This design comes from an exercise in tuning for small area and a short achievable clock period on the open sky130 flow, not from production work. RTL that was checked went through simulation tests only; none was proved equivalent to the original. Power and IR drop assume default switching activity.

Setup of sierra:
## scoreboard_ctrl
module scoreboard_ctrl (
    input  logic                      clk,
    input  logic                      rst,
    input  sb_pkg::inst_t             inst,
    input  logic                      inst_valid,
    input  logic [sb_pkg::num_fu-1:0] fu_done,
    output logic                      issue_ack,
    output logic [sb_pkg::num_fu-1:0] ro_en,
    output sb_pkg::fu_op_t            ro_op,
    output sb_pkg::reg_idx_t          rs1_ctrl,
    output sb_pkg::reg_idx_t          rs2_ctrl,
    output logic                      reg_write,
    output sb_pkg::fu_id_t            wb_fu,
    output sb_pkg::reg_idx_t          rd_ctrl
);
    logic [4:1]      busy;     
    logic [4:1]      pre;      
    logic [4:1]      rdy1;     
    logic [4:1]      rdy2;
    logic [4:1]      done;     
    logic [4:1][4:0] dst;      
    logic [4:1][4:0] src1;
    logic [4:1][4:0] src2;
    logic [4:0]      op1;      
    logic [3:0]      op2;      
    logic [1:0]      op3;      
    logic [1:0]      op4;
    logic [6:0] opc;
    logic [2:0] f3;
    logic [6:0] f7;
    logic [4:0] rd, rs1, rs2;
    assign opc = inst[6:0];
    assign f3  = inst[14:12];
    assign f7  = inst[31:25];
    assign rd  = inst[11:7];
    assign rs1 = inst[19:15];
    assign rs2 = inst[24:20];
    logic is_r, is_i, is_ld, is_st, is_lui, is_auipc;
  ...
export LEC_CHECK = 0
export CAP_MARGIN = 20
export CORE_MARGIN = 2
export CORE_UTILIZATION = 65
export SETUP_SLACK_MARGIN = 1.8
export SLEW_MARGIN = 20
create_clock -name core_clock -period 4.5 [get_ports {clk}]
standard.sh (not shown) runs the stock make flow with config.mk's settings and CLKGATE_MAP_FILE= SYNTH_SCRIPT=/design/flow/synth_recipe.tcl, a recipe that flattens the netlist after the stock synthesis.
==> flow/flow/run.sh <==
#!/bin/bash
# Standard ORFS layout with two changes: the port buffers are plain buffers
# instead of the delay cells buffer_ports picks on its own, and the clock tree
# uses smaller clock buffers and no dummy balancing loads.
set -euo pipefail
export BUFFER_PORTS_ARGS="-buffer_cell sky130_fd_sc_hd__buf_2"
export CTS_ARGS="-sink_clustering_enable -repair_clock_nets -dont_use_dummy_load -buf_list sky130_fd_sc_hd__clkbuf_8 -sink_clustering_size 30"
bash standard.sh > make.log 2>&1
sierra finished every step from synthesis to the final layout, and the layout passed the timing, DRC and antenna checks.
Setup changes, sierra to raven
diff --git a/flow/design.v b/flow/design.v
--- a/flow/design.v
+++ b/flow/design.v
@@ -157,21 +157,25 @@
                 if (u != v) begin
                     if (!busy[v])
                         war[v][u] <= has_d[v] && !rog[u] &&
                                      ((rdy1[u] && rd_s1[u]) || (rdy2[u] && rd_s2[u]));
                     else
                         war[v][u] <= war[v][u] && !rog[u];
                 end
     end
-    logic [4:1] wbg, done_n, war_n, wb_req_n, wbg_n;
+    logic [4:1] ro_req, wbg, done_n, rdy1_n, rdy2_n, war_n, wb_req_n, wbg_n;
     logic [4:0] rd_n;
+    assign ro_req = rdy1 & rdy2;
+    assign rog = {ro_req[4] & ~|ro_req[3:1], ro_req[3] & ~|ro_req[2:1], ro_req[2] & ~ro_req[1], ro_req[1]};
     always_comb begin
         for (int u = 1; u <= 4; u++) begin
             done_n[u] = busy[u] && !wbg[u] && (done[u] || fu_done[u-1]);
+            rdy1_n[u] = busy[u] && !rog[u] && !wbg[u] && (rdy1[u] || wake1[u]);
+            rdy2_n[u] = busy[u] && !rog[u] && !wbg[u] && (rdy2[u] || wake2[u]);
         end
         for (int v = 1; v <= 4; v++) begin
             war_n[v] = 1'b0;
             for (int u = 1; u <= 4; u++)
                 if (u != v && war[v][u] && !rog[u])
                     war_n[v] = 1'b1;
         end
     end
@@ -198,55 +202,40 @@
     end
     assign issue_en = (inst_valid && !dec_valid) || (|issue);
     always_comb begin
         for (int u = 1; u <= 4; u++) begin
             wake1[u] = pre[u] && (|wbg) && (rd_q == src1[u]);
             wake2[u] = pre[u] && (|wbg) && (rd_q == src2[u]);
         end
     end
-    logic [4:1] busy_n, rdy1_n, rdy2_n, rq_n, rog_n;
-    always_comb begin
-        for (int u = 1; u <= 4; u++) begin
-            if (busy[u]) begin
-                busy_n[u] = !wbg[u];
-                rdy1_n[u] = !rog[u] && !wbg[u] && (rdy1[u] || wake1[u]);
-                rdy2_n[u] = !rog[u] && !wbg[u] && (rdy2[u] || wake2[u]);
-            end else begin
-                busy_n[u] = issue[u];
-                rdy1_n[u] = issue[u] && !(has_s1[u] && pend1);
-                rdy2_n[u] = issue[u] && !(has_s2[u] && pend2);
-            end
-        end
-    end
-    assign rq_n  = rdy1_n & rdy2_n;
-    assign rog_n = {rq_n[4] & ~|rq_n[3:1], rq_n[3] & ~|rq_n[2:1], rq_n[2] & ~rq_n[1], rq_n[1]};
     always_ff @(posedge clk or posedge rst) begin
         if (rst) begin
             busy      <= '0;
+            pre       <= '0;
             rdy1      <= '0;
             rdy2      <= '0;
-            rog       <= '0;
+            done      <= '0;
             issue_ack <= 1'b0;
         end else begin
-            busy      <= busy_n;
-            rdy1      <= rdy1_n;
-            rdy2      <= rdy2_n;
-            rog       <= rog_n;
             issue_ack <= issue_en;
-        end
-    end
-    always_ff @(posedge clk) begin
-        for (int u = 1; u <= 4; u++) begin
-            if (busy[u]) begin
-                pre[u]  <= pre[u] && !rog[u] && !wbg[u];
-                done[u] <= !wbg[u] && (done[u] || fu_done[u-1]);
-            end else begin
-                pre[u]  <= 1'b1;
-                done[u] <= 1'b0;
+            for (int u = 1; u <= 4; u++) begin
+                if (busy[u]) begin
+                    busy[u] <= !wbg[u];
+                    pre[u]  <= pre[u] && !rog[u] && !wbg[u];
+                    rdy1[u] <= !rog[u] && !wbg[u] && (rdy1[u] || wake1[u]);
+                    rdy2[u] <= !rog[u] && !wbg[u] && (rdy2[u] || wake2[u]);
+                    done[u] <= !wbg[u] && (done[u] || fu_done[u-1]);
+                end else begin
+                    busy[u] <= issue[u];
+                    pre[u]  <= issue[u];
+                    rdy1[u] <= issue[u] && !(has_s1[u] && pend1);
+                    rdy2[u] <= issue[u] && !(has_s2[u] && pend2);
+                    done[u] <= 1'b0;
+                end
             end
         end
     end
     always_ff @(posedge clk) begin
         for (int u = 1; u <= 4; u++) begin
             if (!busy[u]) begin
                 dst[u]  <= n_dst[u];
                 src1[u] <= n_src1[u];
### Flow results
sierra has completed all stages; timing, DRC and antenna checks passed.
raven completed end to end with timing, DRC and antenna clean.
raven vs sierra — detailed-routing iteration count for the pre-antenna-repair pass rose 3.
In raven, the power spent charging and discharging nets came out 7.5% below the value in sierra.
raven vs sierra on synthesized instance count: raven is the lower one.
Compared with sierra, raven shows a layout inverter count without the clock tree that is 10 higher.
Looking at net count after synthesis across raven and sierra, the one that comes out higher is sierra.
Design area: raven vs sierra down about 0.5%
A path type of the worst setup path of reg -> out is what raven shows, while in -> reg belongs to sierra.
In raven the share of flip-flops with an asynchronous set or reset after synthesis turned out 4.1 points higher than in sierra.
sierra → raven: layout buffering overhead excluding clock cells went up 2.1 points; share of total power in the clock network higher; overall fraction of global-route tracks in use higher.

## JK
Another version of the RTL of scoreboard_ctrl (not shown whole).
Size in the first run: ~620 cells after synthesis, ~130 flip-flops, about 68 I/O pins, ~6700 sq um of cells after synthesis.
## scoreboard_ctrl
module scoreboard_ctrl (
    input  logic                      clk,
    input  logic                      rst,
    input  sb_pkg::inst_t             inst,
    input  logic                      inst_valid,
    input  logic [sb_pkg::num_fu-1:0] fu_done,
    output logic                      issue_ack,
    output logic [sb_pkg::num_fu-1:0] ro_en,
    output sb_pkg::fu_op_t            ro_op,
    output sb_pkg::reg_idx_t          rs1_ctrl,
    output sb_pkg::reg_idx_t          rs2_ctrl,
    output logic                      reg_write,
    output sb_pkg::fu_id_t            wb_fu,
    output sb_pkg::reg_idx_t          rd_ctrl
);
clock: 4.5 ns
lec_check: 0
cap_margin: 20
core_margin: 2
core_utilization: 70
setup_slack_margin: 1.5
slew_margin: 20
Scripts as last shown in full above: flow/flow/run.sh
Modified inputs, MS compared to JK
diff --git a/flow/design.v b/flow/design.v
--- a/flow/design.v
+++ b/flow/design.v
@@ -155,51 +155,46 @@
             for (int v = 1; v <= 4; v++)
                 if (u != v) begin
                     if (!busy[u]) begin
                         eq1[u][v] <= has_s1[u] && rs1_hit[v];
                         eq2[u][v] <= has_s2[u] && rs2_hit[v];
                     end else if (!busy[v]) begin
                         eq1[u][v] <= has_d[v] && rd_s1[u];
                         eq2[u][v] <= has_d[v] && rd_s2[u];
                     end
                 end
     end
     logic [4:1] ro_req, rog, wbg, done_n, rdy1_n, rdy2_n, war_n, wb_req_n, wbg_n;
-    logic [4:0] rd_n;
     assign ro_req = rdy1 & rdy2;
     assign rog = {ro_req[4] & ~|ro_req[3:1], ro_req[3] & ~|ro_req[2:1], ro_req[2] & ~ro_req[1], ro_req[1]};
     always_comb begin
         for (int u = 1; u <= 4; u++) begin
             done_n[u] = busy[u] && !wbg[u] && (done[u] || fu_done[u-1]);
             rdy1_n[u] = busy[u] && !rog[u] && !wbg[u] && (rdy1[u] || wake1[u]);
             rdy2_n[u] = busy[u] && !rog[u] && !wbg[u] && (rdy2[u] || wake2[u]);
         end
         for (int v = 1; v <= 4; v++) begin
             war_n[v] = 1'b0;
             for (int u = 1; u <= 4; u++)
                 if (u != v && ((rdy1_n[u] && eq1[u][v]) || (rdy2_n[u] && eq2[u][v])))
                     war_n[v] = 1'b1;
         end
     end
     assign wb_req_n = done_n & ~war_n;
     assign wbg_n = {wb_req_n[4] & ~|wb_req_n[3:1], wb_req_n[3] & ~|wb_req_n[2:1],
                     wb_req_n[2] & ~wb_req_n[1], wb_req_n[1]};
-    assign rd_n  = ({5{wbg_n[1]}} & dst[1]) | ({5{wbg_n[2]}} & dst[2]) |
-                   ({5{wbg_n[3]}} & dst[3]) | ({5{wbg_n[4]}} & dst[4]);
-    logic [4:0] rd_q;
     always_ff @(posedge clk or posedge rst) begin
         if (rst) wbg <= '0;
         else     wbg <= wbg_n;
     end
-    always_ff @(posedge clk) rd_q <= rd_n;
     logic       waw, pend1, pend2, dec_valid, issue_en;
     logic [4:1] issue;
     assign waw   = |(busy & rd_hit);
     assign pend1 = |(busy & ~wbg & rs1_hit);
     assign pend2 = |(busy & ~wbg & rs2_hit);
     assign dec_valid = |val;
     always_comb begin
         for (int u = 1; u <= 4; u++)
             issue[u] = inst_valid && val[u] && !busy[u] && !(has_d[u] && waw);
     end
     assign issue_en = (inst_valid && !dec_valid) || (|issue);
     always_comb begin
@@ -255,14 +250,15 @@
         if (!busy[3]) op3 <= f3[1:0];
         if (!busy[4]) op4 <= f3[1:0];
     end
     assign ro_en     = rog;
     assign ro_op     = ({5{rog[1]}} & op1) | ({5{rog[2]}} & {1'b0, op2}) |
                        ({5{rog[3]}} & {3'b0, op3}) | ({5{rog[4]}} & {3'b0, op4});
     assign rs1_ctrl  = ({5{rog[1]}} & src1[1]) | ({5{rog[2]}} & src1[2]) |
                        ({5{rog[3]}} & src1[3]) | ({5{rog[4]}} & src1[4]);
     assign rs2_ctrl  = ({5{rog[1]}} & src2[1]) | ({5{rog[2]}} & src2[2]) |
                        ({5{rog[3]}} & src2[3]) | ({5{rog[4]}} & src2[4]);
     assign reg_write = |wbg;
     assign wb_fu     = {wbg[4], wbg[2] | wbg[3], wbg[1] | wbg[3]};
-    assign rd_ctrl   = rd_q;
+    assign rd_ctrl   = ({5{wbg[1]}} & dst[1]) | ({5{wbg[2]}} & dst[2]) |
+                       ({5{wbg[3]}} & dst[3]) | ({5{wbg[4]}} & dst[4]);
 endmodule
==> run summary <==
Switching fraction of total power: JK and MS compared, lower one is JK. In summary, MS completed successfully, with a layout that passed the timing, DRC and antenna checks. Diff JK -> MS | worst slack at placement | decrease of 0.12 ns. In MS relative to JK, met3 routed wirelength had gone down by more than 10%. When MS is measured against JK, its synthesis-to-finish area growth turns out 0.74 points lower. Compared to JK, MS has count of TritonRoute iterations in the first routing pass 2 higher. Diff JK -> MS: final critical-path setup slack went down 0.033 ns, largest driver fanout on the critical path went down. Diff JK -> MS: worst slew margin relative to its limit grew by 5.2 points, HPWL after detailed placement increased by 45 um relative to the old numbers, non-clock buffer count fell 2.
Function not checked in MS: the RTL went through the layout flow alone.

[re-timing with driven ports]
No port has a modelled driver above. Below, the same layouts with a new extraction and two added sets of constraints. Step 1: set_driving_cell puts a clkbuf_16 on clk and a buf_2 on each other input, an assumption about the parent block. Step 2 also shifts input and output timing later by t, the mid clock arrival at the registers, as if the neighbouring blocks saw the same clock. Slacks: ideal ports / drivers / drivers and shift; pairs: ideal ports / drivers.
run	shift t [ns]	setup slack, ns	hold WS [ns]
sierra	0.475	1.901 / 1.913 / 1.438	0.445 / 0.445 / 0.445
raven	0.467	1.738 / 1.703 / 1.530	0.481 / 0.481 / 0.481
JK	0.469	1.684 / 1.648 / 1.389	0.506 / 0.506 / 0.506
MS	0.457	1.651 / 1.614 / 1.465	0.476 / 0.476 / 0.476
After both steps every run listed still meets setup and hold. For sierra, which loses most, drivers alone change the setup slack by +0.012 ns; drivers and shift together by -0.463 ns.
